What follows belongs to an exercise in optimizing a design on an open flow for small area, a short achievable clock period and few clock cycles; a production flow would make more cautious choices. Function was checked by simulation only, so behaviour that the tests miss may differ from the original. No activity file was given, so power comes from the tool's default toggle rates.

File: design/flow/flow/run.sh
#!/bin/bash
# Layout flow: the standard flow (standard.sh) with two changes.
#  1. The port buffers are buf_1 cells instead of the clkdlybuf4s50_1 delay
#     cells that buffer_ports picks by default; every port still gets one.
#  2. After the standard synthesis (run unchanged), fa_polarity.py re-chooses
#     the polarity of each full-adder cell (a full adder is self-dual) so that
#     fewer inverters sit between them. Registers and all other cells are kept.
#     simeq.py compares the netlists by random simulation of every register
#     input and output; if they differ, the standard netlist is used as is.
set -euo pipefail
export BUFFER_PORTS_ARGS="-buffer_cell sky130_fd_sc_hd__buf_1"
R=orfs/results/${FLOW_PLATFORM}/matrix_mac_top/base
LIB=${FLOW_HOME}/platforms/${FLOW_PLATFORM}/lib/sky130_fd_sc_hd__tt_025C_1v80.lib

bash standard.sh synth > standard_synth.log 2>&1
cp "$R/1_2_yosys.v" "$R/1_2_yosys_standard.v"
if python3 flow/fa_polarity.py "$R/1_2_yosys_standard.v" polarity.v > fa_polarity.log 2>&1 &&
   python3 flow/simeq.py "$LIB" "$R/1_2_yosys_standard.v" polarity.v > simeq.log 2>&1; then
  cp polarity.v "$R/1_2_yosys.v"
  rm -f "$R/1_synth.odb" "$R/1_synth.sdc"
else
  echo "polarity step not used" >> fa_polarity.log
fi
bash standard.sh > standard_flow.log 2>&1
File: design/flow/flow/fa_polarity.py
#!/usr/bin/env python3
"""Re-choose the polarity of full-adder cells in a mapped netlist.

A full adder is self-dual: FA(~a, ~b, ~c) = (~sum, ~cout). Synthesis leaves
many inverters between full adders; this script picks, for each fa_* cell,
whether it computes the true or the inverted values so that as few inverters
as possible are needed, then rebuilds the inverters between cells. Inverters
that drive a port or a net named in an assign are kept. Registers and all
other cells are left as they are.
usage: fa_polarity.py IN.v OUT.v
"""
import math
import random
import re
import sys
from collections import defaultdict

OUT_PINS = {"X", "Y", "Q", "Q_N", "SUM", "COUT", "HI", "LO"}
src = open(sys.argv[1]).read()

m = re.search(r"\bmodule\s+(\S+)\s*\((.*?)\);", src, re.S)
inst_re = re.compile(r"^\s*(sky130_fd_sc_hd__\w+)\s+(\S+)\s*\((.*?)\);\s*$", re.S | re.M)
pin_re = re.compile(r"\.(\w+)\(\s*(.*?)\s*\)\s*(?:,|$)", re.S)

insts = []
for im in inst_re.finditer(src):
    typ, name, body = im.group(1), im.group(2), im.group(3)
    pins = {}
    for p, n in pin_re.findall(body):
        pins[p] = n.strip()
    insts.append([typ, name, pins, im.start(), im.end()])

ports = set()
for d in re.finditer(r"^\s*(input|output|inout)\s+(?:\[[^\]]*\]\s*)?(.*?);", src, re.M):
    for n in d.group(2).split(","):
        ports.add(n.strip())
assign_nets = set()
for a in re.finditer(r"^\s*assign\s+(.*?)\s*=\s*(.*?);", src, re.M):
    for side in a.groups():
        for tok in re.findall(r"\\\S+|[A-Za-z_][\w$]*(?:\s*\[\d+\])?", side):
            assign_nets.add(tok.strip())


def base_name(n):
    # a bit of a port vector: "name [3]" or "name[3]" -> name
    return re.sub(r"\s*\[\d+\]$", "", n)


def is_inv(t):
    return re.match(r"sky130_fd_sc_hd__(clk)?inv_\d+$", t) is not None


def is_fa(t):
    return re.match(r"sky130_fd_sc_hd__fa_\d+$", t) is not None


driver = {}
for i, (t, n, pins, _, _) in enumerate(insts):
    for p, net in pins.items():
        if p in OUT_PINS:
            driver[net] = (i, p)

fixed = set()
for i, (t, n, pins, _, _) in enumerate(insts):
    if is_inv(t):
        y = pins["Y"]
        if y in assign_nets or base_name(y) in ports or y in ports:
            fixed.add(i)


def source(net, depth=0):
    """(base net, polarity) of a net, looking through removable inverters."""
    d = driver.get(net)
    if d is None or depth > 20:
        return net, 0
    i, p = d
    if is_inv(insts[i][0]) and i not in fixed:
        b, pol = source(insts[i][2]["A"], depth + 1)
        return b, pol ^ 1
    return net, 0


# consumers: (inst, pin, base, pol)
cons = []
for i, (t, n, pins, _, _) in enumerate(insts):
    if is_inv(t) and i not in fixed:
        continue
    for p, net in pins.items():
        if p in OUT_PINS:
            continue
        b, pol = source(net)
        cons.append((i, p, b, pol))

def pinned(net):
    return net in assign_nets or net in ports or base_name(net) in ports


# a full adder that drives a port or an assigned net keeps its polarity
fa_ids = [i for i, x in enumerate(insts) if is_fa(x[0])
          and not any(pinned(x[2].get(p, "")) for p in ("SUM", "COUT"))]
flip = defaultdict(int)
by_base = defaultdict(list)
for k, (i, p, b, pol) in enumerate(cons):
    by_base[b].append(k)
fa_inputs = defaultdict(list)
for k, (i, p, b, pol) in enumerate(cons):
    if is_fa(insts[i][0]):
        fa_inputs[i].append(k)


def avail(b):
    d = driver.get(b)
    if d and is_fa(insts[d[0]][0]):
        return flip[d[0]]
    return 0


def req(k):
    i, p, b, pol = cons[k]
    return pol ^ (flip[i] if is_fa(insts[i][0]) else 0)


def cost_base(b):
    a = avail(b)
    return int(any(req(k) != a for k in by_base[b]))


def local_cost(f):
    bases = {cons[k][2] for k in fa_inputs[f]}
    for p in ("SUM", "COUT"):
        if p in insts[f][2]:
            bases.add(insts[f][2][p])
    return sum(cost_base(b) for b in bases)


before = sum(cost_base(b) for b in by_base)
rng = random.Random(1)
cur = before
best = (cur, dict(flip))
# simulated annealing over the flips, then keep the best state seen
steps = 400 * max(1, len(fa_ids))
temp0, temp1 = 1.5, 0.05
for it in range(steps):
    temp = temp0 * (temp1 / temp0) ** (it / steps)
    f = fa_ids[rng.randrange(len(fa_ids))] if fa_ids else None
    if f is None:
        break
    c0 = local_cost(f)
    flip[f] ^= 1
    c1 = local_cost(f)
    d = c1 - c0
    if d <= 0 or rng.random() < math.exp(-d / temp):
        cur += d
        if cur < best[0]:
            best = (cur, dict(flip))
    else:
        flip[f] ^= 1
flip = defaultdict(int, best[1])
after = sum(cost_base(b) for b in by_base)
n_old = sum(1 for i, x in enumerate(insts) if is_inv(x[0]) and i not in fixed)
sys.stderr.write(f"fa_polarity: {len(fa_ids)} full adders, {sum(flip.values())} flipped; "
                 f"inverters {n_old} -> {after} (estimate before {before})\n")

# rebuild
new_inv = {}
out_lines = []
cnt = 0


def inv_of(b):
    global cnt
    if b not in new_inv:
        cnt += 1
        new_inv[b] = (f"_fapol_{cnt}_", f"_fapol_{cnt}_y")
    return new_inv[b][1]


rewired = defaultdict(dict)
for k, (i, p, b, pol) in enumerate(cons):
    r = req(k)
    a = avail(b)
    if b.startswith("1'b") and r != a:
        rewired[i][p] = "1'b1" if b == "1'b0" else "1'b0"
    else:
        rewired[i][p] = b if r == a else inv_of(b)

def esc(v):
    # an escaped identifier ends at white space
    return v + " " if v.startswith("\\") else v


pieces = []
last = 0
wires = []
for i, (t, n, pins, s0, s1) in enumerate(insts):
    pieces.append(src[last:s0])
    last = s1
    if is_inv(t) and i not in fixed:
        continue
    newpins = dict(pins)
    newpins.update(rewired.get(i, {}))
    body = ",\n".join(f"    .{p}({esc(v)})" for p, v in newpins.items())
    pieces.append(f"  {t} {n} (\n{body}\n  );")
pieces.append(src[last:])
text = "".join(pieces)
decl = "".join(f"  wire {y};\n" for (_, y) in new_inv.values())
cells = "".join(f"  sky130_fd_sc_hd__inv_1 {n} (\n    .A({esc(b)}),\n    .Y({y})\n  );\n"
                for b, (n, y) in new_inv.items())
endpos = text.rindex("endmodule")
text = text[:endpos] + cells + text[endpos:]
# declarations right after the module header
hdr_end = text.index(";", text.index("module")) + 1
text = text[:hdr_end] + "\n" + decl + text[hdr_end:]
open(sys.argv[2], "w").write(text)
sys.stderr.write(f"fa_polarity: wrote {len(new_inv)} inverters\n")
File: design/flow/flow/simeq.py
#!/usr/bin/env python3
"""Random-simulation comparison of two mapped netlists with the same registers
and ports: every register input and every output must match for random values
of the inputs and register outputs. usage: simeq.py LIB A.v B.v"""
import re, sys, random

lib = open(sys.argv[1]).read()
funcs = {}
seq = set()
for m in re.finditer(r'cell\s*\(\s*"?(sky130_fd_sc_hd__\w+)"?\s*\)\s*\{', lib):
    name = m.group(1)
    start = m.end()
    depth = 1
    i = start
    while depth:
        c = lib[i]
        if c == '{': depth += 1
        elif c == '}': depth -= 1
        i += 1
    body = lib[start:i]
    if re.search(r'\b(ff|latch)\s*\(', body):
        seq.add(name)
    fs = {}
    for pm in re.finditer(r'pin\s*\(\s*"?(\w+)"?\s*\)\s*\{([^{}]*)', body):
        f = re.search(r'function\s*:\s*"([^"]*)"', pm.group(2))
        if f:
            fs[pm.group(1)] = f.group(1)
    funcs[name] = fs

def pyexpr(f):
    f = f.replace('!', ' ~').replace('*', '&').replace('+', '|')
    f = re.sub(r'(\w)\s+(?=[\w(~])', r'\1 & ', f)
    f = re.sub(r'\)\s+(?=[\w(~])', r') & ', f)
    return f

inst_re = re.compile(r"^\s*(sky130_fd_sc_hd__\w+)\s+(\S+)\s*\((.*?)\);\s*$", re.S | re.M)
pin_re = re.compile(r"\.(\w+)\(\s*(.*?)\s*\)\s*(?:,|$)", re.S)

def load(path):
    src = open(path).read()
    insts = []
    for im in inst_re.finditer(src):
        pins = {p: n.strip() for p, n in pin_re.findall(im.group(3))}
        insts.append((im.group(1), im.group(2), pins))
    assigns = []
    for a in re.finditer(r"^\s*assign\s+(.*?)\s*=\s*(.*?)\s*;", src, re.M):
        assigns.append((a.group(1).strip(), a.group(2).strip()))
    outs = []
    for d in re.finditer(r"^\s*output\s+(?:\[(\d+):(\d+)\]\s*)?(\S+?)\s*;", src, re.M):
        if d.group(1):
            for b in range(int(d.group(2)), int(d.group(1)) + 1):
                outs.append(f"{d.group(3)}[{b}]")
        else:
            outs.append(d.group(3))
    return insts, assigns, outs

def norm(n):
    n = n.strip()
    if n.startswith('\\'):
        n = n[1:]
    return re.sub(r'\s+\[', '[', n)

def simulate(path, rnd_vals, W):
    insts, assigns, outs = load(path)
    val = {"1'b0": 0, "1'b1": (1 << W) - 1}
    drv = {}
    regs = {}
    for t, n, pins in insts:
        if t in seq:
            regs[n] = pins
            for p in ('Q', 'Q_N'):
                if p in pins:
                    key = 'Q:' + n
                    if key not in rnd_vals:
                        rnd_vals[key] = random.getrandbits(W)
                    q = rnd_vals[key]
                    val[norm(pins[p])] = q if p == 'Q' else ~q & ((1 << W) - 1)
            continue
        for p, f in funcs[t].items():
            if p in pins:
                drv[norm(pins[p])] = (t, pins, p)
    alias = {norm(l): norm(r) for l, r in assigns}
    mask = (1 << W) - 1
    sys.setrecursionlimit(100000)
    def get(n):
        n = norm(n)
        if n in val:
            return val[n]
        if n in drv:
            t, pins, p = drv[n]
            env = {}
            for q in re.findall(r'[A-Za-z_]\w*', funcs[t][p]):
                env[q] = get(pins[q])
            v = eval(pyexpr(funcs[t][p]), {}, env) & mask
        elif n in alias:
            v = get(alias[n])
        else:
            key = 'I:' + n
            if key not in rnd_vals:
                rnd_vals[key] = random.getrandbits(W)
            v = rnd_vals[key]
        val[n] = v
        return v
    res = {}
    for n, pins in regs.items():
        for p in ('D', 'RESET_B', 'SET_B', 'DE'):
            if p in pins:
                res[f'{n}.{p}'] = get(pins[p])
    for o in outs:
        res['O:' + o] = get(o)
    return res

random.seed(1)
rv = {}
W = 256
a = simulate(sys.argv[2], rv, W)
b = simulate(sys.argv[3], rv, W)
bad = [k for k in a if a[k] != b.get(k)]
missing = [k for k in a if k not in b] + [k for k in b if k not in a]
print(f"compared {len(a)} points; {len(bad)} differ; {len(missing)} unmatched")
for k in bad[:10]:
    print(" differ:", k)
sys.exit(1 if bad or missing else 0)
File: design/flow/standard.sh
#!/bin/bash
# synth_recipe.tcl (not shown) runs the flow's synth.tcl, then flattens the netlist and writes it again
# the make line also repeats each setting of config.mk as NAME=value (left out here)
make -C /OpenROAD-flow-scripts/flow DESIGN_CONFIG=/design/flow/config.mk WORK_HOME=/design/flow/orfs CLKGATE_MAP_FILE= SYNTH_SCRIPT=/design/flow/synth_recipe.tcl "${@:-finish}"
File: design/flow/config.mk
export PLATFORM = sky130hd
export DESIGN_NAME = matrix_mac_top
export DESIGN_NICKNAME = matrix_mac_top
export VERILOG_FILES = /design/flow/design.v
export SDC_FILE = /design/flow/constraint.sdc
export NUM_CORES = 4
export LEC_CHECK = 0
export CAP_MARGIN = 20
export CORE_MARGIN = 2
export CORE_UTILIZATION = 40
export SETUP_SLACK_MARGIN = 2.0
export SLEW_MARGIN = 20
File: design/flow/constraint.sdc
create_clock -name core_clock -period 8.0 [get_ports {dca_port_11}]
set_input_delay 1.6000 -clock core_clock [delete_from_list [all_inputs] [get_ports {dca_port_11}]]
set_output_delay 1.6000 -clock core_clock [all_outputs]
set_load 0.01 [all_outputs]
File: design/flow/design.v
`timescale 1ns/1ns
package mac_pkg;
  typedef enum logic [1:0] {
    OP_ADD   = 2'd0,
    OP_SUB   = 2'd1,
    OP_EWMUL = 2'd2,
    OP_OUTER = 2'd3
  } op_e;
  localparam int STEP_W = 4;
endpackage
`timescale 1ns/1ns
module mac_inst_reg
#(
  parameter int MATRIX_DIM = 4
)
(
  input  logic                                 dca_port_11,
  input  logic                                 dca_port_17,
  input  logic                                 i_load,
  input  logic [1:0]                           i_opcode,
  input  logic                                 i_init_acc,
  input  logic [MATRIX_DIM-1:0]                i_row_mask,
  input  logic [MATRIX_DIM-1:0]                i_col_mask,
  output logic [1:0]                           o_inst_opcode,
  output logic                                 o_inst_init_acc,
  output logic [MATRIX_DIM*MATRIX_DIM-1:0]     o_inst_elem_en
);
  localparam int NUM_ELEM = MATRIX_DIM * MATRIX_DIM;
  logic [NUM_ELEM-1:0] elem_en_nxt;
  always_comb
  begin
    for (int r = 0; r < MATRIX_DIM; r++)
      for (int c = 0; c < MATRIX_DIM; c++)
        elem_en_nxt[r*MATRIX_DIM + c] = i_row_mask[r] & i_col_mask[c];
  end
  always_ff @(posedge dca_port_11 or negedge dca_port_17)
  begin
    if (!dca_port_17)
    begin
      o_inst_opcode   <= mac_pkg::OP_ADD;
      o_inst_init_acc <= 1'b0;
      o_inst_elem_en  <= '0;
    end
    else if (i_load)
    begin
      o_inst_opcode   <= i_opcode;
      o_inst_init_acc <= i_init_acc;
      o_inst_elem_en  <= elem_en_nxt;
    end
  end
endmodule
`timescale 1ns/1ns
module mac_seq
(
  input  logic                       dca_port_11,
  input  logic                       dca_port_17,
  input  logic                       i_start,
  input  logic                       i_clear,
  input  logic [1:0]                 i_opcode,
  input  logic [mac_pkg::STEP_W-1:0] i_steps,
  output logic                       o_run,
  output logic                       o_first,
  output logic                       o_done
);
  logic [mac_pkg::STEP_W-1:0] remain;
  logic [mac_pkg::STEP_W-1:0] remain_nxt;
  always_comb
  begin
    remain_nxt = i_steps - 1'b1;
    if ((i_opcode != mac_pkg::OP_OUTER) || (i_steps == '0))
      remain_nxt = '0;
  end
  always_ff @(posedge dca_port_11 or negedge dca_port_17)
  begin
    if (!dca_port_17)
    begin
      o_run   <= 1'b0;
      o_first <= 1'b0;
      o_done  <= 1'b0;
      remain  <= '0;
    end
    else if (!o_run)
    begin
      o_done <= 1'b0;
      if (i_start && !i_clear)
      begin
        o_run   <= 1'b1;
        o_first <= 1'b1;
        remain  <= remain_nxt;
      end
    end
    else
    begin
      o_first <= 1'b0;
      remain  <= remain - 1'b1;
      if (i_clear || (remain == '0))
        o_run <= 1'b0;
      o_done <= !i_clear && (remain == '0);
    end
  end
endmodule
`timescale 1ns/1ns
module mac_lane
#(
  parameter int ELEM_W = 16
)
(
  input  logic              dca_port_11,
  input  logic              dca_port_17,
  input  logic              i_outer,
  input  logic              i_g_outer,
  input  logic              i_g_ewmul,
  input  logic              i_g_addsub,
  input  logic              i_keep,
  input  logic              i_sub,
  input  logic              i_cin,
  input  logic [ELEM_W-1:0] i_l_rc,
  input  logic [ELEM_W-1:0] i_r_rc,
  input  logic [ELEM_W-1:0] i_l_r0,
  input  logic [ELEM_W-1:0] i_r_0c,
  output logic [ELEM_W-1:0] o_val
);
  logic [ELEM_W-2:0] bank_s;
  logic [ELEM_W-1:0] bank_k;
  logic              top_a;
  logic              top_b;
  logic              top_c;
  logic [ELEM_W-1:0] op_a;
  logic [ELEM_W-1:0] op_b;
  logic [ELEM_W-1:0] op_s;
  logic [ELEM_W-1:0] op_k;
  logic              op_t;
  logic [ELEM_W-2:0] row0;
  logic [ELEM_W-2:0] row1;
  logic [ELEM_W-2:0] nxt_s;
  logic [ELEM_W-1:0] nxt_k;
  logic              nxt_a;
  logic              nxt_b;
  logic              nxt_c;
  logic pp1;
  logic pp2;
  logic pp3;
  logic pp4;
  logic pp5;
  logic pp6;
  logic pp7;
  logic pp8;
  logic pp9;
  logic pp10;
  logic pp11;
  logic pp12;
  logic pp13;
  logic pp14;
  logic pp15;
  logic pp16;
  logic pp17;
  logic pp18;
  logic pp19;
  logic pp20;
  logic pp21;
  logic pp22;
  logic pp23;
  logic pp24;
  logic pp25;
  logic pp26;
  logic pp27;
  logic pp28;
  logic pp29;
  logic pp30;
  logic pp31;
  logic pp32;
  logic pp33;
  logic pp34;
  logic pp35;
  logic pp36;
  logic pp37;
  logic pp38;
  logic pp39;
  logic pp40;
  logic pp41;
  logic pp42;
  logic pp43;
  logic pp44;
  logic pp45;
  logic pp46;
  logic pp47;
  logic pp48;
  logic pp49;
  logic pp50;
  logic pp51;
  logic pp52;
  logic pp53;
  logic pp54;
  logic pp55;
  logic pp56;
  logic pp57;
  logic pp58;
  logic pp59;
  logic pp60;
  logic pp61;
  logic pp62;
  logic pp63;
  logic pp64;
  logic pp65;
  logic pp66;
  logic pp67;
  logic pp68;
  logic pp69;
  logic pp70;
  logic pp71;
  logic pp72;
  logic pp73;
  logic pp74;
  logic pp75;
  logic pp76;
  logic pp77;
  logic pp78;
  logic pp79;
  logic pp80;
  logic pp81;
  logic pp82;
  logic pp83;
  logic pp84;
  logic pp85;
  logic pp86;
  logic pp87;
  logic pp88;
  logic pp89;
  logic pp90;
  logic pp91;
  logic pp92;
  logic pp93;
  logic pp94;
  logic pp95;
  logic pp96;
  logic pp97;
  logic pp98;
  logic pp99;
  logic pp100;
  logic pp101;
  logic pp102;
  logic pp103;
  logic pp104;
  logic pp105;
  logic pp106;
  logic pp107;
  logic pp108;
  logic pp109;
  logic pp110;
  logic pp111;
  logic pp112;
  logic pp113;
  logic pp114;
  logic pp115;
  logic pp116;
  logic pp117;
  logic pp118;
  logic pp119;
  logic pp120;
  logic pp121;
  logic pp122;
  logic pp123;
  logic pp124;
  logic pp125;
  logic pp126;
  logic pp127;
  logic pp128;
  logic pp129;
  logic pp130;
  logic pp131;
  logic pp132;
  logic pp133;
  logic pp134;
  logic pp135;
  logic pp136;
  logic s137;
  logic c138;
  logic s139;
  logic c140;
  logic s141;
  logic c142;
  logic s143;
  logic c144;
  logic s145;
  logic c146;
  logic s147;
  logic c148;
  logic s149;
  logic c150;
  logic s151;
  logic c152;
  logic s153;
  logic c154;
  logic s155;
  logic c156;
  logic s157;
  logic c158;
  logic s159;
  logic c160;
  logic s161;
  logic c162;
  logic s163;
  logic c164;
  logic s165;
  logic c166;
  logic s167;
  logic c168;
  logic s169;
  logic c170;
  logic s171;
  logic c172;
  logic s173;
  logic c174;
  logic s175;
  logic c176;
  logic s177;
  logic c178;
  logic s179;
  logic c180;
  logic s181;
  logic c182;
  logic s183;
  logic c184;
  logic s185;
  logic c186;
  logic s187;
  logic c188;
  logic s189;
  logic c190;
  logic s191;
  logic c192;
  logic s193;
  logic c194;
  logic s195;
  logic c196;
  logic s197;
  logic c198;
  logic s199;
  logic c200;
  logic s201;
  logic c202;
  logic s203;
  logic c204;
  logic s205;
  logic c206;
  logic s207;
  logic c208;
  logic s209;
  logic c210;
  logic s211;
  logic c212;
  logic s213;
  logic c214;
  logic s215;
  logic c216;
  logic s217;
  logic c218;
  logic s219;
  logic c220;
  logic s221;
  logic c222;
  logic s223;
  logic c224;
  logic s225;
  logic c226;
  logic s227;
  logic c228;
  logic s229;
  logic c230;
  logic s231;
  logic c232;
  logic s233;
  logic c234;
  logic s235;
  logic c236;
  logic s237;
  logic c238;
  logic s239;
  logic c240;
  logic s241;
  logic c242;
  logic s243;
  logic c244;
  logic s245;
  logic c246;
  logic s247;
  logic c248;
  logic s249;
  logic c250;
  logic s251;
  logic c252;
  logic s253;
  logic c254;
  logic s255;
  logic c256;
  logic s257;
  logic c258;
  logic s259;
  logic c260;
  logic s261;
  logic c262;
  logic s263;
  logic c264;
  logic s265;
  logic c266;
  logic s267;
  logic c268;
  logic s269;
  logic c270;
  logic s271;
  logic c272;
  logic s273;
  logic c274;
  logic s275;
  logic c276;
  logic s277;
  logic c278;
  logic s279;
  logic c280;
  logic s281;
  logic c282;
  logic s283;
  logic c284;
  logic s285;
  logic c286;
  logic s287;
  logic c288;
  logic s289;
  logic c290;
  logic s291;
  logic c292;
  logic s293;
  logic c294;
  logic s295;
  logic c296;
  logic s297;
  logic c298;
  logic s299;
  logic c300;
  logic s301;
  logic c302;
  logic s303;
  logic c304;
  logic s305;
  logic c306;
  logic s307;
  logic c308;
  logic s309;
  logic c310;
  logic s311;
  logic c312;
  logic s313;
  logic c314;
  logic s315;
  logic c316;
  logic s317;
  logic c318;
  logic s319;
  logic c320;
  logic s321;
  logic c322;
  logic s323;
  logic c324;
  logic s325;
  logic c326;
  logic s327;
  logic c328;
  logic s329;
  logic c330;
  logic s331;
  logic c332;
  logic s333;
  logic c334;
  logic s335;
  logic c336;
  logic s337;
  logic c338;
  logic s339;
  logic c340;
  logic s341;
  logic c342;
  logic s343;
  logic c344;
  logic s345;
  logic c346;
  logic s347;
  logic c348;
  assign op_a = i_outer ? i_l_r0 : i_l_rc;
  assign op_b = (i_r_0c & {ELEM_W{i_g_outer}}) | (i_r_rc & {ELEM_W{i_g_ewmul}}) |
                {{(ELEM_W-1){1'b0}}, i_g_addsub};
  assign op_s = ({top_a, bank_s} & {ELEM_W{i_keep}}) |
                ((i_r_rc ^ {ELEM_W{i_sub}}) & {ELEM_W{i_g_addsub}});
  assign op_k = bank_k & {ELEM_W{i_keep}};
  assign op_t = (top_b ^ top_c) & i_keep;
  assign pp1 = op_a[0] & op_b[0];
  assign pp2 = op_a[1] & op_b[0];
  assign pp3 = op_a[2] & op_b[0];
  assign pp4 = op_a[3] & op_b[0];
  assign pp5 = op_a[4] & op_b[0];
  assign pp6 = op_a[5] & op_b[0];
  assign pp7 = op_a[6] & op_b[0];
  assign pp8 = op_a[7] & op_b[0];
  assign pp9 = op_a[8] & op_b[0];
  assign pp10 = op_a[9] & op_b[0];
  assign pp11 = op_a[10] & op_b[0];
  assign pp12 = op_a[11] & op_b[0];
  assign pp13 = op_a[12] & op_b[0];
  assign pp14 = op_a[13] & op_b[0];
  assign pp15 = op_a[14] & op_b[0];
  assign pp16 = op_a[15] & op_b[0];
  assign pp17 = op_a[0] & op_b[1];
  assign pp18 = op_a[1] & op_b[1];
  assign pp19 = op_a[2] & op_b[1];
  assign pp20 = op_a[3] & op_b[1];
  assign pp21 = op_a[4] & op_b[1];
  assign pp22 = op_a[5] & op_b[1];
  assign pp23 = op_a[6] & op_b[1];
  assign pp24 = op_a[7] & op_b[1];
  assign pp25 = op_a[8] & op_b[1];
  assign pp26 = op_a[9] & op_b[1];
  assign pp27 = op_a[10] & op_b[1];
  assign pp28 = op_a[11] & op_b[1];
  assign pp29 = op_a[12] & op_b[1];
  assign pp30 = op_a[13] & op_b[1];
  assign pp31 = op_a[14] & op_b[1];
  assign pp32 = op_a[0] & op_b[2];
  assign pp33 = op_a[1] & op_b[2];
  assign pp34 = op_a[2] & op_b[2];
  assign pp35 = op_a[3] & op_b[2];
  assign pp36 = op_a[4] & op_b[2];
  assign pp37 = op_a[5] & op_b[2];
  assign pp38 = op_a[6] & op_b[2];
  assign pp39 = op_a[7] & op_b[2];
  assign pp40 = op_a[8] & op_b[2];
  assign pp41 = op_a[9] & op_b[2];
  assign pp42 = op_a[10] & op_b[2];
  assign pp43 = op_a[11] & op_b[2];
  assign pp44 = op_a[12] & op_b[2];
  assign pp45 = op_a[13] & op_b[2];
  assign pp46 = op_a[0] & op_b[3];
  assign pp47 = op_a[1] & op_b[3];
  assign pp48 = op_a[2] & op_b[3];
  assign pp49 = op_a[3] & op_b[3];
  assign pp50 = op_a[4] & op_b[3];
  assign pp51 = op_a[5] & op_b[3];
  assign pp52 = op_a[6] & op_b[3];
  assign pp53 = op_a[7] & op_b[3];
  assign pp54 = op_a[8] & op_b[3];
  assign pp55 = op_a[9] & op_b[3];
  assign pp56 = op_a[10] & op_b[3];
  assign pp57 = op_a[11] & op_b[3];
  assign pp58 = op_a[12] & op_b[3];
  assign pp59 = op_a[0] & op_b[4];
  assign pp60 = op_a[1] & op_b[4];
  assign pp61 = op_a[2] & op_b[4];
  assign pp62 = op_a[3] & op_b[4];
  assign pp63 = op_a[4] & op_b[4];
  assign pp64 = op_a[5] & op_b[4];
  assign pp65 = op_a[6] & op_b[4];
  assign pp66 = op_a[7] & op_b[4];
  assign pp67 = op_a[8] & op_b[4];
  assign pp68 = op_a[9] & op_b[4];
  assign pp69 = op_a[10] & op_b[4];
  assign pp70 = op_a[11] & op_b[4];
  assign pp71 = op_a[0] & op_b[5];
  assign pp72 = op_a[1] & op_b[5];
  assign pp73 = op_a[2] & op_b[5];
  assign pp74 = op_a[3] & op_b[5];
  assign pp75 = op_a[4] & op_b[5];
  assign pp76 = op_a[5] & op_b[5];
  assign pp77 = op_a[6] & op_b[5];
  assign pp78 = op_a[7] & op_b[5];
  assign pp79 = op_a[8] & op_b[5];
  assign pp80 = op_a[9] & op_b[5];
  assign pp81 = op_a[10] & op_b[5];
  assign pp82 = op_a[0] & op_b[6];
  assign pp83 = op_a[1] & op_b[6];
  assign pp84 = op_a[2] & op_b[6];
  assign pp85 = op_a[3] & op_b[6];
  assign pp86 = op_a[4] & op_b[6];
  assign pp87 = op_a[5] & op_b[6];
  assign pp88 = op_a[6] & op_b[6];
  assign pp89 = op_a[7] & op_b[6];
  assign pp90 = op_a[8] & op_b[6];
  assign pp91 = op_a[9] & op_b[6];
  assign pp92 = op_a[0] & op_b[7];
  assign pp93 = op_a[1] & op_b[7];
  assign pp94 = op_a[2] & op_b[7];
  assign pp95 = op_a[3] & op_b[7];
  assign pp96 = op_a[4] & op_b[7];
  assign pp97 = op_a[5] & op_b[7];
  assign pp98 = op_a[6] & op_b[7];
  assign pp99 = op_a[7] & op_b[7];
  assign pp100 = op_a[8] & op_b[7];
  assign pp101 = op_a[0] & op_b[8];
  assign pp102 = op_a[1] & op_b[8];
  assign pp103 = op_a[2] & op_b[8];
  assign pp104 = op_a[3] & op_b[8];
  assign pp105 = op_a[4] & op_b[8];
  assign pp106 = op_a[5] & op_b[8];
  assign pp107 = op_a[6] & op_b[8];
  assign pp108 = op_a[7] & op_b[8];
  assign pp109 = op_a[0] & op_b[9];
  assign pp110 = op_a[1] & op_b[9];
  assign pp111 = op_a[2] & op_b[9];
  assign pp112 = op_a[3] & op_b[9];
  assign pp113 = op_a[4] & op_b[9];
  assign pp114 = op_a[5] & op_b[9];
  assign pp115 = op_a[6] & op_b[9];
  assign pp116 = op_a[0] & op_b[10];
  assign pp117 = op_a[1] & op_b[10];
  assign pp118 = op_a[2] & op_b[10];
  assign pp119 = op_a[3] & op_b[10];
  assign pp120 = op_a[4] & op_b[10];
  assign pp121 = op_a[5] & op_b[10];
  assign pp122 = op_a[0] & op_b[11];
  assign pp123 = op_a[1] & op_b[11];
  assign pp124 = op_a[2] & op_b[11];
  assign pp125 = op_a[3] & op_b[11];
  assign pp126 = op_a[4] & op_b[11];
  assign pp127 = op_a[0] & op_b[12];
  assign pp128 = op_a[1] & op_b[12];
  assign pp129 = op_a[2] & op_b[12];
  assign pp130 = op_a[3] & op_b[12];
  assign pp131 = op_a[0] & op_b[13];
  assign pp132 = op_a[1] & op_b[13];
  assign pp133 = op_a[2] & op_b[13];
  assign pp134 = op_a[0] & op_b[14];
  assign pp135 = op_a[1] & op_b[14];
  assign pp136 = op_a[0] & op_b[15];
  assign s137 = i_cin ^ op_s[0] ^ pp1;
  assign c138 = (i_cin & op_s[0]) | (i_cin & pp1) | (op_s[0] & pp1);
  assign s139 = op_s[1] ^ pp2 ^ pp17;
  assign c140 = (op_s[1] & pp2) | (op_s[1] & pp17) | (pp2 & pp17);
  assign s141 = op_s[2] ^ pp3 ^ pp18;
  assign c142 = (op_s[2] & pp3) | (op_s[2] & pp18) | (pp3 & pp18);
  assign s143 = pp32 ^ c140 ^ s141;
  assign c144 = (pp32 & c140) | (pp32 & s141) | (c140 & s141);
  assign s145 = op_s[3] ^ pp4 ^ pp19;
  assign c146 = (op_s[3] & pp4) | (op_s[3] & pp19) | (pp4 & pp19);
  assign s147 = pp33 ^ pp46 ^ c142;
  assign c148 = (pp33 & pp46) | (pp33 & c142) | (pp46 & c142);
  assign s149 = s145 ^ c144 ^ s147;
  assign c150 = (s145 & c144) | (s145 & s147) | (c144 & s147);
  assign s151 = op_s[4] ^ pp5 ^ pp20;
  assign c152 = (op_s[4] & pp5) | (op_s[4] & pp20) | (pp5 & pp20);
  assign s153 = pp34 ^ pp47 ^ pp59;
  assign c154 = (pp34 & pp47) | (pp34 & pp59) | (pp47 & pp59);
  assign s155 = c146 ^ s151 ^ s153;
  assign c156 = (c146 & s151) | (c146 & s153) | (s151 & s153);
  assign s157 = c148 ^ s155 ^ c150;
  assign c158 = (c148 & s155) | (c148 & c150) | (s155 & c150);
  assign s159 = op_s[5] ^ pp6 ^ pp21;
  assign c160 = (op_s[5] & pp6) | (op_s[5] & pp21) | (pp6 & pp21);
  assign s161 = pp35 ^ pp48 ^ pp60;
  assign c162 = (pp35 & pp48) | (pp35 & pp60) | (pp48 & pp60);
  assign s163 = pp71 ^ c152 ^ c154;
  assign c164 = (pp71 & c152) | (pp71 & c154) | (c152 & c154);
  assign s165 = s159 ^ s161 ^ c156;
  assign c166 = (s159 & s161) | (s159 & c156) | (s161 & c156);
  assign s167 = s163 ^ s165 ^ c158;
  assign c168 = (s163 & s165) | (s163 & c158) | (s165 & c158);
  assign s169 = op_s[6] ^ pp7 ^ pp22;
  assign c170 = (op_s[6] & pp7) | (op_s[6] & pp22) | (pp7 & pp22);
  assign s171 = pp36 ^ pp49 ^ pp61;
  assign c172 = (pp36 & pp49) | (pp36 & pp61) | (pp49 & pp61);
  assign s173 = pp72 ^ pp82 ^ c160;
  assign c174 = (pp72 & pp82) | (pp72 & c160) | (pp82 & c160);
  assign s175 = c162 ^ s169 ^ s171;
  assign c176 = (c162 & s169) | (c162 & s171) | (s169 & s171);
  assign s177 = c164 ^ s173 ^ s175;
  assign c178 = (c164 & s173) | (c164 & s175) | (s173 & s175);
  assign s179 = c166 ^ s177 ^ c168;
  assign c180 = (c166 & s177) | (c166 & c168) | (s177 & c168);
  assign s181 = op_s[7] ^ pp8 ^ pp23;
  assign c182 = (op_s[7] & pp8) | (op_s[7] & pp23) | (pp8 & pp23);
  assign s183 = pp37 ^ pp50 ^ pp62;
  assign c184 = (pp37 & pp50) | (pp37 & pp62) | (pp50 & pp62);
  assign s185 = pp73 ^ pp83 ^ pp92;
  assign c186 = (pp73 & pp83) | (pp73 & pp92) | (pp83 & pp92);
  assign s187 = c170 ^ c172 ^ s181;
  assign c188 = (c170 & c172) | (c170 & s181) | (c172 & s181);
  assign s189 = s183 ^ s185 ^ c174;
  assign c190 = (s183 & s185) | (s183 & c174) | (s185 & c174);
  assign s191 = c176 ^ s187 ^ s189;
  assign c192 = (c176 & s187) | (c176 & s189) | (s187 & s189);
  assign s193 = c178 ^ s191 ^ c180;
  assign c194 = (c178 & s191) | (c178 & c180) | (s191 & c180);
  assign s195 = op_s[8] ^ op_k[8] ^ pp9;
  assign c196 = (op_s[8] & op_k[8]) | (op_s[8] & pp9) | (op_k[8] & pp9);
  assign s197 = pp24 ^ pp38 ^ pp51;
  assign c198 = (pp24 & pp38) | (pp24 & pp51) | (pp38 & pp51);
  assign s199 = pp63 ^ pp74 ^ pp84;
  assign c200 = (pp63 & pp74) | (pp63 & pp84) | (pp74 & pp84);
  assign s201 = pp93 ^ pp101 ^ c182;
  assign c202 = (pp93 & pp101) | (pp93 & c182) | (pp101 & c182);
  assign s203 = c184 ^ c186 ^ s195;
  assign c204 = (c184 & c186) | (c184 & s195) | (c186 & s195);
  assign s205 = s197 ^ s199 ^ c188;
  assign c206 = (s197 & s199) | (s197 & c188) | (s199 & c188);
  assign s207 = s201 ^ s203 ^ c190;
  assign c208 = (s201 & s203) | (s201 & c190) | (s203 & c190);
  assign s209 = s205 ^ c192 ^ s207;
  assign c210 = (s205 & c192) | (s205 & s207) | (c192 & s207);
  assign s211 = op_s[9] ^ pp10 ^ pp25;
  assign c212 = (op_s[9] & pp10) | (op_s[9] & pp25) | (pp10 & pp25);
  assign s213 = pp39 ^ pp52 ^ pp64;
  assign c214 = (pp39 & pp52) | (pp39 & pp64) | (pp52 & pp64);
  assign s215 = pp75 ^ pp85 ^ pp94;
  assign c216 = (pp75 & pp85) | (pp75 & pp94) | (pp85 & pp94);
  assign s217 = pp102 ^ pp109 ^ c196;
  assign c218 = (pp102 & pp109) | (pp102 & c196) | (pp109 & c196);
  assign s219 = c198 ^ c200 ^ s211;
  assign c220 = (c198 & c200) | (c198 & s211) | (c200 & s211);
  assign s221 = s213 ^ s215 ^ c202;
  assign c222 = (s213 & s215) | (s213 & c202) | (s215 & c202);
  assign s223 = c204 ^ s217 ^ s219;
  assign c224 = (c204 & s217) | (c204 & s219) | (s217 & s219);
  assign s225 = c206 ^ s221 ^ s223;
  assign c226 = (c206 & s221) | (c206 & s223) | (s221 & s223);
  assign s227 = c208 ^ s225 ^ c210;
  assign c228 = (c208 & s225) | (c208 & c210) | (s225 & c210);
  assign s229 = op_s[10] ^ pp11 ^ pp26;
  assign c230 = (op_s[10] & pp11) | (op_s[10] & pp26) | (pp11 & pp26);
  assign s231 = pp40 ^ pp53 ^ pp65;
  assign c232 = (pp40 & pp53) | (pp40 & pp65) | (pp53 & pp65);
  assign s233 = pp76 ^ pp86 ^ pp95;
  assign c234 = (pp76 & pp86) | (pp76 & pp95) | (pp86 & pp95);
  assign s235 = pp103 ^ pp110 ^ pp116;
  assign c236 = (pp103 & pp110) | (pp103 & pp116) | (pp110 & pp116);
  assign s237 = c212 ^ c214 ^ c216;
  assign c238 = (c212 & c214) | (c212 & c216) | (c214 & c216);
  assign s239 = s229 ^ s231 ^ s233;
  assign c240 = (s229 & s231) | (s229 & s233) | (s231 & s233);
  assign s241 = s235 ^ c218 ^ c220;
  assign c242 = (s235 & c218) | (s235 & c220) | (c218 & c220);
  assign s243 = s237 ^ s239 ^ c222;
  assign c244 = (s237 & s239) | (s237 & c222) | (s239 & c222);
  assign s245 = c224 ^ s241 ^ s243;
  assign c246 = (c224 & s241) | (c224 & s243) | (s241 & s243);
  assign s247 = c226 ^ s245 ^ c228;
  assign c248 = (c226 & s245) | (c226 & c228) | (s245 & c228);
  assign s249 = op_s[11] ^ pp12 ^ pp27;
  assign c250 = (op_s[11] & pp12) | (op_s[11] & pp27) | (pp12 & pp27);
  assign s251 = pp41 ^ pp54 ^ pp66;
  assign c252 = (pp41 & pp54) | (pp41 & pp66) | (pp54 & pp66);
  assign s253 = pp77 ^ pp87 ^ pp96;
  assign c254 = (pp77 & pp87) | (pp77 & pp96) | (pp87 & pp96);
  assign s255 = pp104 ^ pp111 ^ pp117;
  assign c256 = (pp104 & pp111) | (pp104 & pp117) | (pp111 & pp117);
  assign s257 = pp122 ^ c230 ^ c232;
  assign c258 = (pp122 & c230) | (pp122 & c232) | (c230 & c232);
  assign s259 = c234 ^ c236 ^ s249;
  assign c260 = (c234 & c236) | (c234 & s249) | (c236 & s249);
  assign s261 = s251 ^ s253 ^ s255;
  assign c262 = (s251 & s253) | (s251 & s255) | (s253 & s255);
  assign s263 = c238 ^ c240 ^ s257;
  assign c264 = (c238 & c240) | (c238 & s257) | (c240 & s257);
  assign s265 = s259 ^ s261 ^ c242;
  assign c266 = (s259 & s261) | (s259 & c242) | (s261 & c242);
  assign s267 = s263 ^ c244 ^ s265;
  assign c268 = (s263 & c244) | (s263 & s265) | (c244 & s265);
  assign s269 = c246 ^ s267 ^ c248;
  assign c270 = (c246 & s267) | (c246 & c248) | (s267 & c248);
  assign s271 = op_s[12] ^ op_k[12] ^ pp13;
  assign c272 = (op_s[12] & op_k[12]) | (op_s[12] & pp13) | (op_k[12] & pp13);
  assign s273 = pp28 ^ pp42 ^ pp55;
  assign c274 = (pp28 & pp42) | (pp28 & pp55) | (pp42 & pp55);
  assign s275 = pp67 ^ pp78 ^ pp88;
  assign c276 = (pp67 & pp78) | (pp67 & pp88) | (pp78 & pp88);
  assign s277 = pp97 ^ pp105 ^ pp112;
  assign c278 = (pp97 & pp105) | (pp97 & pp112) | (pp105 & pp112);
  assign s279 = pp118 ^ pp123 ^ pp127;
  assign c280 = (pp118 & pp123) | (pp118 & pp127) | (pp123 & pp127);
  assign s281 = c250 ^ c252 ^ c254;
  assign c282 = (c250 & c252) | (c250 & c254) | (c252 & c254);
  assign s283 = c256 ^ s271 ^ s273;
  assign c284 = (c256 & s271) | (c256 & s273) | (s271 & s273);
  assign s285 = s275 ^ s277 ^ s279;
  assign c286 = (s275 & s277) | (s275 & s279) | (s277 & s279);
  assign s287 = c258 ^ c260 ^ c262;
  assign c288 = (c258 & c260) | (c258 & c262) | (c260 & c262);
  assign s289 = s281 ^ s283 ^ s285;
  assign c290 = (s281 & s283) | (s281 & s285) | (s283 & s285);
  assign s291 = c264 ^ s287 ^ s289;
  assign c292 = (c264 & s287) | (c264 & s289) | (s287 & s289);
  assign s293 = c266 ^ s291 ^ c268;
  assign c294 = (c266 & s291) | (c266 & c268) | (s291 & c268);
  assign s295 = op_s[13] ^ pp14 ^ pp29;
  assign c296 = (op_s[13] & pp14) | (op_s[13] & pp29) | (pp14 & pp29);
  assign s297 = pp43 ^ pp56 ^ pp68;
  assign c298 = (pp43 & pp56) | (pp43 & pp68) | (pp56 & pp68);
  assign s299 = pp79 ^ pp89 ^ pp98;
  assign c300 = (pp79 & pp89) | (pp79 & pp98) | (pp89 & pp98);
  assign s301 = pp106 ^ pp113 ^ pp119;
  assign c302 = (pp106 & pp113) | (pp106 & pp119) | (pp113 & pp119);
  assign s303 = pp124 ^ pp128 ^ pp131;
  assign c304 = (pp124 & pp128) | (pp124 & pp131) | (pp128 & pp131);
  assign s305 = c272 ^ c274 ^ c276;
  assign c306 = (c272 & c274) | (c272 & c276) | (c274 & c276);
  assign s307 = c278 ^ c280 ^ s295;
  assign c308 = (c278 & c280) | (c278 & s295) | (c280 & s295);
  assign s309 = s297 ^ s299 ^ s301;
  assign c310 = (s297 & s299) | (s297 & s301) | (s299 & s301);
  assign s311 = s303 ^ c282 ^ c284;
  assign c312 = (s303 & c282) | (s303 & c284) | (c282 & c284);
  assign s313 = c286 ^ s305 ^ s307;
  assign c314 = (c286 & s305) | (c286 & s307) | (s305 & s307);
  assign s315 = s309 ^ c288 ^ c290;
  assign c316 = (s309 & c288) | (s309 & c290) | (c288 & c290);
  assign s317 = s311 ^ s313 ^ c292;
  assign c318 = (s311 & s313) | (s311 & c292) | (s313 & c292);
  assign s319 = s315 ^ s317 ^ c294;
  assign c320 = (s315 & s317) | (s315 & c294) | (s317 & c294);
  assign s321 = op_s[14] ^ pp15 ^ pp30;
  assign c322 = (op_s[14] & pp15) | (op_s[14] & pp30) | (pp15 & pp30);
  assign s323 = pp44 ^ pp57 ^ pp69;
  assign c324 = (pp44 & pp57) | (pp44 & pp69) | (pp57 & pp69);
  assign s325 = pp80 ^ pp90 ^ pp99;
  assign c326 = (pp80 & pp90) | (pp80 & pp99) | (pp90 & pp99);
  assign s327 = pp107 ^ pp114 ^ pp120;
  assign c328 = (pp107 & pp114) | (pp107 & pp120) | (pp114 & pp120);
  assign s329 = pp125 ^ pp129 ^ pp132;
  assign c330 = (pp125 & pp129) | (pp125 & pp132) | (pp129 & pp132);
  assign s331 = pp134 ^ c296 ^ c298;
  assign c332 = (pp134 & c296) | (pp134 & c298) | (c296 & c298);
  assign s333 = c300 ^ c302 ^ c304;
  assign c334 = (c300 & c302) | (c300 & c304) | (c302 & c304);
  assign s335 = s321 ^ s323 ^ s325;
  assign c336 = (s321 & s323) | (s321 & s325) | (s323 & s325);
  assign s337 = s327 ^ s329 ^ c306;
  assign c338 = (s327 & s329) | (s327 & c306) | (s329 & c306);
  assign s339 = c308 ^ c310 ^ s331;
  assign c340 = (c308 & c310) | (c308 & s331) | (c310 & s331);
  assign s341 = s333 ^ s335 ^ c312;
  assign c342 = (s333 & s335) | (s333 & c312) | (s335 & c312);
  assign s343 = s337 ^ c314 ^ s339;
  assign c344 = (s337 & c314) | (s337 & s339) | (c314 & s339);
  assign s345 = c316 ^ s341 ^ s343;
  assign c346 = (c316 & s341) | (c316 & s343) | (s341 & s343);
  assign s347 = c318 ^ s345 ^ c320;
  assign c348 = (c318 & s345) | (c318 & c320) | (s345 & c320);
  logic c_top;
  assign row0 = {s347, s319, s293, s269, s247, s227, s209, s193, s179, s167, s157, s149, s143, c138, s137};
  assign row1 = {1'b0, 1'b0, c270, 1'b0, 1'b0, 1'b0, c194, 1'b0, 1'b0, 1'b0, 1'b0, 1'b0, 1'b0, s139, 1'b0};
  assign {nxt_k[8], nxt_s[7:0]} = row0[7:0] + row1[7:0];
  assign {nxt_k[12], nxt_s[11:8]} = row0[11:8] + row1[11:8];
  assign {c_top, nxt_s[14:12]} = row0[14:12] + row1[14:12];
  assign nxt_k[0] = 1'b0;
  assign nxt_k[1] = 1'b0;
  assign nxt_k[2] = 1'b0;
  assign nxt_k[3] = 1'b0;
  assign nxt_k[4] = 1'b0;
  assign nxt_k[5] = 1'b0;
  assign nxt_k[6] = 1'b0;
  assign nxt_k[7] = 1'b0;
  assign nxt_k[9] = 1'b0;
  assign nxt_k[10] = 1'b0;
  assign nxt_k[11] = 1'b0;
  assign nxt_k[13] = 1'b0;
  assign nxt_k[14] = 1'b0;
  assign nxt_k[15] = 1'b0;
  assign nxt_a = pp16 ^ pp31 ^ pp45 ^ pp58 ^ pp70 ^ pp81 ^ pp91 ^ pp100 ^ pp108 ^ pp115 ^ pp121 ^ pp126 ^ pp130 ^ pp133 ^ pp135 ^ pp136 ^ op_s[15] ^ op_t;
  assign nxt_b = c322 ^ c324 ^ c326 ^ c328 ^ c330 ^ c332 ^ c334 ^ c336 ^ c338 ^ c340 ^ c342 ^ c344 ^ c346;
  assign nxt_c = c348 ^ c_top;
  always_ff @(posedge dca_port_11 or negedge dca_port_17)
  begin
    if (!dca_port_17)
    begin
      bank_s <= '0;
      bank_k <= '0;
      top_a  <= 1'b0;
      top_b  <= 1'b0;
      top_c  <= 1'b0;
    end
    else
    begin
      bank_s <= nxt_s;
      bank_k <= nxt_k;
      top_a  <= nxt_a;
      top_b  <= nxt_b;
      top_c  <= nxt_c;
    end
  end
  logic oc8;
  logic oc9;
  logic oc10;
  logic oc11;
  logic oc12;
  logic oc13;
  logic oc14;
  assign o_val[0] = bank_s[0];
  assign o_val[1] = bank_s[1];
  assign o_val[2] = bank_s[2];
  assign o_val[3] = bank_s[3];
  assign o_val[4] = bank_s[4];
  assign o_val[5] = bank_s[5];
  assign o_val[6] = bank_s[6];
  assign o_val[7] = bank_s[7];
  assign o_val[8] = bank_s[8] ^ bank_k[8];
  assign oc8 = bank_s[8] & bank_k[8];
  assign o_val[9] = bank_s[9] ^ oc8;
  assign oc9 = bank_s[9] & oc8;
  assign o_val[10] = bank_s[10] ^ oc9;
  assign oc10 = bank_s[10] & oc9;
  assign o_val[11] = bank_s[11] ^ oc10;
  assign oc11 = bank_s[11] & oc10;
  assign o_val[12] = bank_s[12] ^ bank_k[12] ^ oc11;
  assign oc12 = (bank_s[12] & bank_k[12]) | (bank_s[12] & oc11) | (bank_k[12] & oc11);
  assign o_val[13] = bank_s[13] ^ oc12;
  assign oc13 = bank_s[13] & oc12;
  assign o_val[14] = bank_s[14] ^ oc13;
  assign oc14 = bank_s[14] & oc13;
  assign o_val[15] = top_a ^ top_b ^ top_c ^ oc14;
endmodule
`timescale 1ns/1ns
module mac_datapath
#(
  parameter int MATRIX_DIM = 4,
  parameter int ELEM_W     = 16
)
(
  input  logic                                    dca_port_11,
  input  logic                                    dca_port_17,
  input  logic                                    i_run,
  input  logic [MATRIX_DIM*MATRIX_DIM-1:0]        i_elem_en,
  input  logic [1:0]                              i_op,
  input  logic                                    i_acc,
  input  logic [MATRIX_DIM*MATRIX_DIM*ELEM_W-1:0] i_lhs,
  input  logic [MATRIX_DIM*MATRIX_DIM*ELEM_W-1:0] i_rhs,
  output logic [MATRIX_DIM*MATRIX_DIM*ELEM_W-1:0] o_result
);
  logic outer;
  logic ewmul;
  logic addsub;
  logic sub;
  assign outer  = (i_op == mac_pkg::OP_OUTER);
  assign ewmul  = (i_op == mac_pkg::OP_EWMUL);
  assign addsub = (i_op == mac_pkg::OP_ADD) || (i_op == mac_pkg::OP_SUB);
  assign sub    = (i_op == mac_pkg::OP_SUB);
  for (genvar r = 0; r < MATRIX_DIM; r++)
  begin : g_row
    for (genvar c = 0; c < MATRIX_DIM; c++)
    begin : g_col
      localparam int IDX = r*MATRIX_DIM + c;
      logic we;
      assign we = i_run & i_elem_en[IDX];
      mac_lane #(.ELEM_W(ELEM_W)) mac_lane_i
      (
        .dca_port_11 (dca_port_11),
        .dca_port_17 (dca_port_17),
        .i_outer     (outer),
        .i_g_outer   (we & outer),
        .i_g_ewmul   (we & ewmul),
        .i_g_addsub  (we & addsub),
        .i_keep      (!we || (outer && i_acc)),
        .i_sub       (sub),
        .i_cin       (we & sub),
        .i_l_rc      (i_lhs[IDX*ELEM_W +: ELEM_W]),
        .i_r_rc      (i_rhs[IDX*ELEM_W +: ELEM_W]),
        .i_l_r0      (i_lhs[(r*MATRIX_DIM)*ELEM_W +: ELEM_W]),
        .i_r_0c      (i_rhs[c*ELEM_W +: ELEM_W]),
        .o_val       (o_result[IDX*ELEM_W +: ELEM_W])
      );
    end
  end
endmodule
`timescale 1ns/1ns
`timescale 1ns/1ns
module matrix_mac_top
#(
  parameter int MATRIX_DIM = 4,
  parameter int ELEM_W     = 16
)
(
  input  logic                                    dca_port_11,
  input  logic                                    dca_port_17,
  input  logic                                    i_start,
  input  logic                                    i_clear,
  input  logic [1:0]                              i_opcode,
  input  logic                                    i_init_acc,
  input  logic [MATRIX_DIM-1:0]                   i_row_mask,
  input  logic [MATRIX_DIM-1:0]                   i_col_mask,
  input  logic [mac_pkg::STEP_W-1:0]              i_steps,
  input  logic [MATRIX_DIM*MATRIX_DIM*ELEM_W-1:0] i_lhs,
  input  logic [MATRIX_DIM*MATRIX_DIM*ELEM_W-1:0] i_rhs,
  output logic                                    o_busy,
  output logic                                    o_step_req,
  output logic                                    o_done,
  output logic [MATRIX_DIM*MATRIX_DIM*ELEM_W-1:0] o_result
);
  logic                             run;
  logic                             first;
  logic [1:0]                       inst_opcode;
  logic                             inst_init_acc;
  logic [MATRIX_DIM*MATRIX_DIM-1:0] inst_elem_en;
  mac_seq mac_seq_i
  (
    .dca_port_11 (dca_port_11),
    .dca_port_17 (dca_port_17),
    .i_start     (i_start),
    .i_clear     (i_clear),
    .i_opcode    (i_opcode),
    .i_steps     (i_steps),
    .o_run       (run),
    .o_first     (first),
    .o_done      (o_done)
  );
  mac_inst_reg #(.MATRIX_DIM(MATRIX_DIM)) mac_inst_reg_i
  (
    .dca_port_11     (dca_port_11),
    .dca_port_17     (dca_port_17),
    .i_load          (!run),
    .i_opcode        (i_opcode),
    .i_init_acc      (i_init_acc),
    .i_row_mask      (i_row_mask),
    .i_col_mask      (i_col_mask),
    .o_inst_opcode   (inst_opcode),
    .o_inst_init_acc (inst_init_acc),
    .o_inst_elem_en  (inst_elem_en)
  );
  mac_datapath #(.MATRIX_DIM(MATRIX_DIM), .ELEM_W(ELEM_W)) mac_datapath_i
  (
    .dca_port_11 (dca_port_11),
    .dca_port_17 (dca_port_17),
    .i_run       (run),
    .i_elem_en   (inst_elem_en),
    .i_op        (inst_opcode),
    .i_acc       (!(first && inst_init_acc)),
    .i_lhs       (i_lhs),
    .i_rhs       (i_rhs),
    .o_result    (o_result)
  );
  assign o_busy     = run;
  assign o_step_req = run;
endmodule
==> run summary <==
status finished clean; CP Launch Type primary input; Slew Limit Fails 0; final period utilization 75.47%; Hold Buf Count CTS 0; final wirelength 339500 µm; Syn Inst Count 8006; initial antenna violation count 104; max_cap viols 0; DR vias 63570; mapped cell area 77360 µm²; DRT iter0 DRCs approximately 6000; Layout Nets around 11000; average wire per standard cell 29.76 µm; setup repair after global routing missed its margin yes; largest net degree at the start of global routing 128; first-pass GRT wire length 487100 µm; clock tree root buffer cell clkbuf_16; clk_skew between 0.03 and 0.04 ns; layout cells sized above 1 13.28%; CTS max path bufs 3; CP Max Fanout 13; total congestion overflow 0; Final setup viols 0; Starting Density 40.21%; Rows 161; R2R depth 15; worst skew pair latency 0.75 ns; DRC viols 0; global-route usage over all layers approximately a third; Setup TNS 0 ns; area grow syn2layout 14.37%; Max IR drop VDD 0.1895 mV; via/cell ratio 5.572; fin crit period approximately 6 ns; Mapped Nets 10440; Clk pin slew, worst setup/hold paths 0.06 ns; P_leak 42.01 nW; Num CTS Buffers 54; Synth warnings 3; chip height ~440 µm; # H-tree levels 2; PwrDens 192.3 nW/µm²; drt pass-1 iters 6; core area 192400 µm²; reg2reg setup slack 2.02 ns; Worst path max stage delay 0.57 ns; Placed Instances 11100; Sink Count between 300 and 400; count of input and output buffers approximately 790; crit path DAT 6.66 ns; RePlAce Congestion 1.025; Slew headroom between 20% and 30%; Die X about 440 µm; Hold Fails Final Rpt 0; critical path, cell by cell buf_1 > and3_2 > a21oi_4 > nor2_1 > fa_1 > fa_1 > fa_1 > fa_1 > fa_1 > fa_1 > fa_1 > ha_1 > ha_1 > xnor2_1; Slowest-stage cell, CP fa_1; Top Ports 790; Setup crit start i_lhs[129]; critical path endpoint category flip-flop; remaining antenna violation count 0; Max Fclk 165.6 MHz; Mean Syn Cell Area 9.662 µm²; slew of the pin with the lowest slew margin 1.158 ns; Post-DP HPWL about 270000 µm; type of the worst min-delay path reg -> reg; critical path class in -> reg; worst r2r src mac_inst_reg_i.o_inst_opcode[0]$_DFFE_PN0N_; final std cells w/o fill 11410; die area between 150000 and 200000 µm²; CTS tree done; most frequent CP cell fa_1; vias in the first global route 68430; Crit path required time 8.62 ns
## power breakdown
group | internal [W] | total (W) | switching (W)
combinational | 0.00432 | 0.0112 | 0.00687
sequential | 0.00252 | 0.00323 | 0.000709
clock | 0.00147 | 0.00259 | 0.00112
## timing repair
item | 4_1_cts | 5_1_grt
buffers inserted | 49 | 68
cloned | 6 | 5
setup endpoints to repair | 186 | 77
endpoints found under the hold margin | 0 | 0
pin swaps | 8 | 20
resized for setup | 184 | 260
## how the worst min path moves through the flow
stage,cells past startpoint,to,slack (ns),start
3_5_place_dp,2,mac_seq_i.o_first$_DFFE_PN0P_,0.50,mac_seq_i.o_first$_DFFE_PN0P_
3_3_place_gp,2,mac_seq_i.o_first$_DFFE_PN0P_,0.48,mac_seq_i.o_first$_DFFE_PN0P_
5_1_grt,2,mac_seq_i.o_first$_DFFE_PN0P_,0.54,mac_seq_i.o_first$_DFFE_PN0P_
4_1_cts,2,mac_seq_i.o_first$_DFFE_PN0P_,0.51,mac_seq_i.o_first$_DFFE_PN0P_
6_report,2,mac_seq_i.o_first$_DFFE_PN0P_,0.51,mac_seq_i.o_first$_DFFE_PN0P_
2_1_floorplan,2,mac_seq_i.o_first$_DFFE_PN0P_,0.47,mac_seq_i.o_first$_DFFE_PN0P_
## cell type report
type	instances	area (µm²)
Clock buffer	66	1478
Inverter	632	2380
Sequential cell	346	8670
Fill cell	18450	103900
Tap cell	2526	3161
Antenna cell	83	207.7
Timing Repair Buffer	1209	6849
Clock inverter	33	336.6
Multi-Input combinational cell	6514	65390
## critical path, delay by kind of cell
family                     cells  cell delay, ns
buffers and inverters          1            0.21
and+or+nand+nor                2            0.59
adders and majority gates      9            3.63
xor gates and xnor gates       1            0.12
AOI/OAI and AO/OA              1            0.50
## layer usage
metal | track usage [%] | up-vias | routed length [µm]
li1 | - | 26170 | -
met1 | 41.39 | 32690 | 121100
met2 | 51.24 | 3588 | 149200
met3 | 8.596 | 1094 | 30890
met4 | 32.10 | 28 | 38130
met5 | 0.5861 | - | 246
## through the flow
step / instance area, µm² / hold WS, ns / worst slack (ns) / total power [W] / util, %
detailed placement: 83470 / 0.4971 / 0.6813 / 0.01388 / 43.39
floorplan: 77760 / 0.4666 / 1.962 / 0.01041 / -
global placement: 83450 / 0.4797 / 0.6335 / 0.01375 / 43.38
finish: 88470 / 0.5069 / 1.962 / 0.01701 / 45.99
global route: 88450 / 0.5379 / 1.889 / 0.01825 / 45.98
CTS: 86590 / 0.5094 / 1.889 / 0.01681 / 45.01
## state kept, by name, summed over array words and instances, names as in the netlist
name	count
mac_datapath_i.g_row.g_col.mac_lane_i.bank_k	32
mac_seq_i.o_first	1
mac_datapath_i.g_row.g_col.mac_lane_i.bank_s	240
mac_seq_i.o_done	1
mac_inst_reg_i.o_inst_init_acc	1
mac_datapath_i.g_row.g_col.mac_lane_i.top_b	16
mac_seq_i.remain	4
mac_datapath_i.g_row.g_col.mac_lane_i.top_c	16
mac_datapath_i.g_row.g_col.mac_lane_i.top_a	16
mac_seq_i.o_run	1
mac_inst_reg_i.o_inst_opcode	2
mac_inst_reg_i.o_inst_elem_en	16
## cell usage in the layout (no fill, tap or decap), drive strengths merged, types with 281 or more instances in the layout
cell type and instances:
o21ai 281, nand2 481, and2 363, xnor2 539, buf 1185, dfrtp 346
xor2 313, inv 634, fa 1712, nor2 1286
Testbench counts, summed over its fixed seeds: cycles 7,501.

## separate check: timing with driven ports
How much do the figures lean on ideal ports? The routed layout below was timed once more, with nothing changed but the port constraints.
Step 1: set_driving_cell puts a clkbuf_16 on dca_port_11 and a buf_2 on each other input, an assumption about the parent block.
Step 2 also shifts input and output timing later by t, the mid clock arrival at the registers, as if the neighbouring blocks saw the same clock.
Three values: ideal ports, drivers, drivers and shift; two values: the first two.
t (ns): 0.826
setup slack, ns: 1.962 / 2.015 / 1.189
clock arrival spread, ns: 0.045 / 0.045
cell pins on the clock port's net: 1
After both steps setup and hold are still met in this run. For this run, drivers alone change the setup slack by +0.053 ns; drivers and shift together by -0.773 ns.
